Source: an optimization exercise on an open RTL-to-GDS flow (aim: small area, a short achievable clock period and few clock cycles per item). Production flows keep margins and buffers that such runs may drop.
In this exercise RTL edits were held to simulation tests only and were not proved equivalent to the original.
Power and IR drop assume default switching activity.

== try-juniper ==
Design preemptive_priority_scheduler, start of the top module:
module preemptive_priority_scheduler (
   input  logic                        clock,
   input  logic                        reset,
   input  logic                        req_valid,
   output logic                        req_ready,
   input  logic                        req_opcode,
   input  logic [pps_pkg::SLOTF_W-1:0] req_slot,
   input  logic [pps_pkg::TIME_W-1:0]  req_arrival_time,
   input  logic [pps_pkg::TIME_W-1:0]  req_burst_time,
   input  logic [pps_pkg::PRIO_W-1:0]  req_priority,
   output logic                        rsp_valid,
   input  logic                        rsp_ready,
   output logic                        rsp_ran,
   output logic [pps_pkg::SLOTF_W-1:0] rsp_ran_slot,
   output logic                        rsp_new_slice,
   output logic [pps_pkg::TIME_W-1:0]  rsp_slice_time,
   output logic                        rsp_finished,
   output logic [pps_pkg::TIME_W-1:0]  rsp_completion_time,
  ...
Settings: LEC_CHECK=0, CAP_MARGIN=20, CORE_MARGIN=2, CORE_UTILIZATION=40, CTS_CLUSTER_DIAMETER=80, CTS_CLUSTER_SIZE=22, SETUP_SLACK_MARGIN=2.9, SLEW_MARGIN=20; clock period 6.0 ns.
standard.sh (not shown) runs the stock make flow with config.mk's settings and CLKGATE_MAP_FILE= SYNTH_SCRIPT=/design/flow/synth_recipe.tcl, a recipe that flattens the netlist after the stock synthesis.
==> flow/flow/run.sh <==
#!/bin/bash
# Own layout flow: the standard flow (standard synthesis unchanged), with plain
# buf_4 cells as the input and output port buffers instead of the default choice.
# make's full output goes to flow_make.log in the work folder; ORFS keeps each step's
# log under orfs/logs/.
set -euo pipefail
bash standard.sh "BUFFER_PORTS_ARGS=-buffer_cell sky130_fd_sc_hd__buf_4" finish > flow_make.log 2>&1
Testbench counts of try-juniper, summed over its fixed seeds: cycles 16,096, items 16,072.
The inputs of try-maple differ from those of try-juniper as listed below.
- CORE_UTILIZATION changed from 40 to 55
- SETUP_SLACK_MARGIN changed from 2.9 to 3.0
Results
- try-maple: full flow OK, the timing, design-rule and antenna checks passed
- Cell count: try-maple lower than try-juniper
- try-maple vs. try-juniper: number of tap cells inserted -27%, worst slack after detailed placement fell 0.25 ns, hold slack went up, starting density of the core higher.
- Against try-juniper, the final cell area of try-maple is higher.
- The worst-path cell with the longest stage delay comes out nand2b_4 in one run and buf_8 in the other, namely in try-maple and try-juniper respectively.
- try-maple drops more vias than try-juniper.
- Higher setup fix buffers added after clock tree synthesis among try-juniper and try-maple: try-maple
Here is what was changed in the inputs of try-nickel compared with try-maple.
- SETUP_SLACK_MARGIN changed from 3.0 to 3.2
- CORE_UTILIZATION changed from 55 to 40
Results
~same number of I/O port buffers in try-nickel and try-maple. Compared with try-maple, clock-buffer cell count in try-nickel increased by more than 10%. try-nickel vs. try-maple: fraction of standard cell area that is sequential went down by 3.3 points. | die span in x | try-nickel vs try-maple | 17% higher |. Minimum clock period after layout: try-nickel < try-maple. Between try-maple and try-nickel, number of standard cells in the final layout excluding fillers increased. For try-nickel, the critical path endpoint was prio_q[1][6], unlike try-maple, where it was req_ready. try-nickel vs try-maple — critical path depth in cells dropped 1.
Input-level comparison between try-pepper and try-nickel:
- SETUP_SLACK_MARGIN: 3.2 -> 3.0
Findings:
try-pepper ran to completion and came out clean on the timing, design-rule and antenna checks.
In try-pepper the met1 usage in global routing turned out 0.80 points lower than in try-nickel.
Compared with try-nickel, try-pepper shows switching component of the power lower by 0.094 mW.
Summary of try-pepper over try-nickel: register-to-register setup slack rose 0.04 ns, total chip power decreased by 0.94% relative to the old numbers, routed wire length lost about 6%, post-layout instance count excluding filler cells lower, all-layer global routing usage saw a decrease.
On fraction of area in multi-input gates, the higher figure sits with try-nickel, not try-pepper.

---

Setup of run a:
preemptive_priority_scheduler, a different RTL version from the one above (not shown whole).
Size in the first run: roughly 4500 cells after synthesis, roughly 1400 flip-flops.
make LEC_CHECK=0 ABC_CLOCK_PERIOD_IN_PS=2500 CAP_MARGIN=20 CORE_MARGIN=2 CORE_UTILIZATION=40 SETUP_SLACK_MARGIN=2.8 SLEW_MARGIN=20 finish   # period 6.0 ns
run.sh (not shown) runs the stock make flow with config.mk's settings and CLKGATE_MAP_FILE= SYNTH_SCRIPT=/design/flow/synth_recipe.tcl, a recipe that flattens the netlist after the stock synthesis.
Stock flow here: none of the scripts above is used.
Testbench counts of run a, summed over its fixed seeds: cycles 16,096, items 16,072.
Edits applied to the flow inputs when going from run a to run b:
# run a
export LEC_CHECK = 0
export ABC_CLOCK_PERIOD_IN_PS = 2500
export CAP_MARGIN = 20
export CORE_MARGIN = 2
export CORE_UTILIZATION = 40
export SETUP_SLACK_MARGIN = 2.8
export SLEW_MARGIN = 20
create_clock -name core_clock -period 6.0 [get_ports {clock}]
# run b
export LEC_CHECK = 0
export ABC_CLOCK_PERIOD_IN_PS = 2500
export CAP_MARGIN = 20
export CORE_MARGIN = 2
export CORE_UTILIZATION = 40
export SETUP_SLACK_MARGIN = 3.2
export SLEW_MARGIN = 20
create_clock -name core_clock -period 6.0 [get_ports {clock}]
### Flow results
Run b finished every stage and its layout cleared the timing, design-rule and antenna checks.
The higher total of fill cells in the finished design of run a and run b is in run a.
On internal cell power, run b tracks run a almost exactly.
Compared with run a, run b is more frugal on power.
Relative to run a, reported clock group power has gone down in run b.
Comparing run a and run b, the lower fraction of area in multi-input gates was measured on run a.
met2 usage in global routing ends up higher on run b.
Non-filler instance count after layout up 1.9% in run b wrt run a

==> afterwards: timing with drivers on the ports <==
Ports are ideal in the flow. The routed layouts listed here were re-timed in OpenROAD. Step 1, drivers: a clkbuf_16 drives clock and a buf_2 each remaining input, both assumed. Step 2 adds t to the input delays and takes it off the output delays; t is the mean of the earliest and latest rising clock arrival at the registers after step 1. Input paths then give back, and output paths get back, about the clock's delay inside the block. Slacks: ideal / step 1 / step 2; pairs: ideal / step 1.
run	t (ns)	setup slack, ns	worst hold slack (ns)	worst slew at a driven data input, ns
try-juniper	0.817	2.749 / 2.666 / 2.063	0.420 / 0.420 / 0.420	0.14
try-maple	0.768	2.675 / 2.640 / 2.064	0.427 / 0.427 / 0.427	0.10
try-nickel	0.805	2.706 / 2.716 / 1.911	0.419 / 0.419 / 0.419	0.15
try-pepper	0.788	2.873 / 2.873 / 2.091	0.419 / 0.419 / 0.419	0.15
run a	0.875	2.536 / 2.536 / 1.976	0.395 / 0.395 / 0.395	0.17
run b	0.879	2.595 / 2.595 / 2.375	0.417 / 0.417 / 0.417	0.20
After both steps every run listed still meets setup and hold. For try-nickel, which loses most, drivers alone change the setup slack by +0.010 ns; drivers and shift together by -0.795 ns.
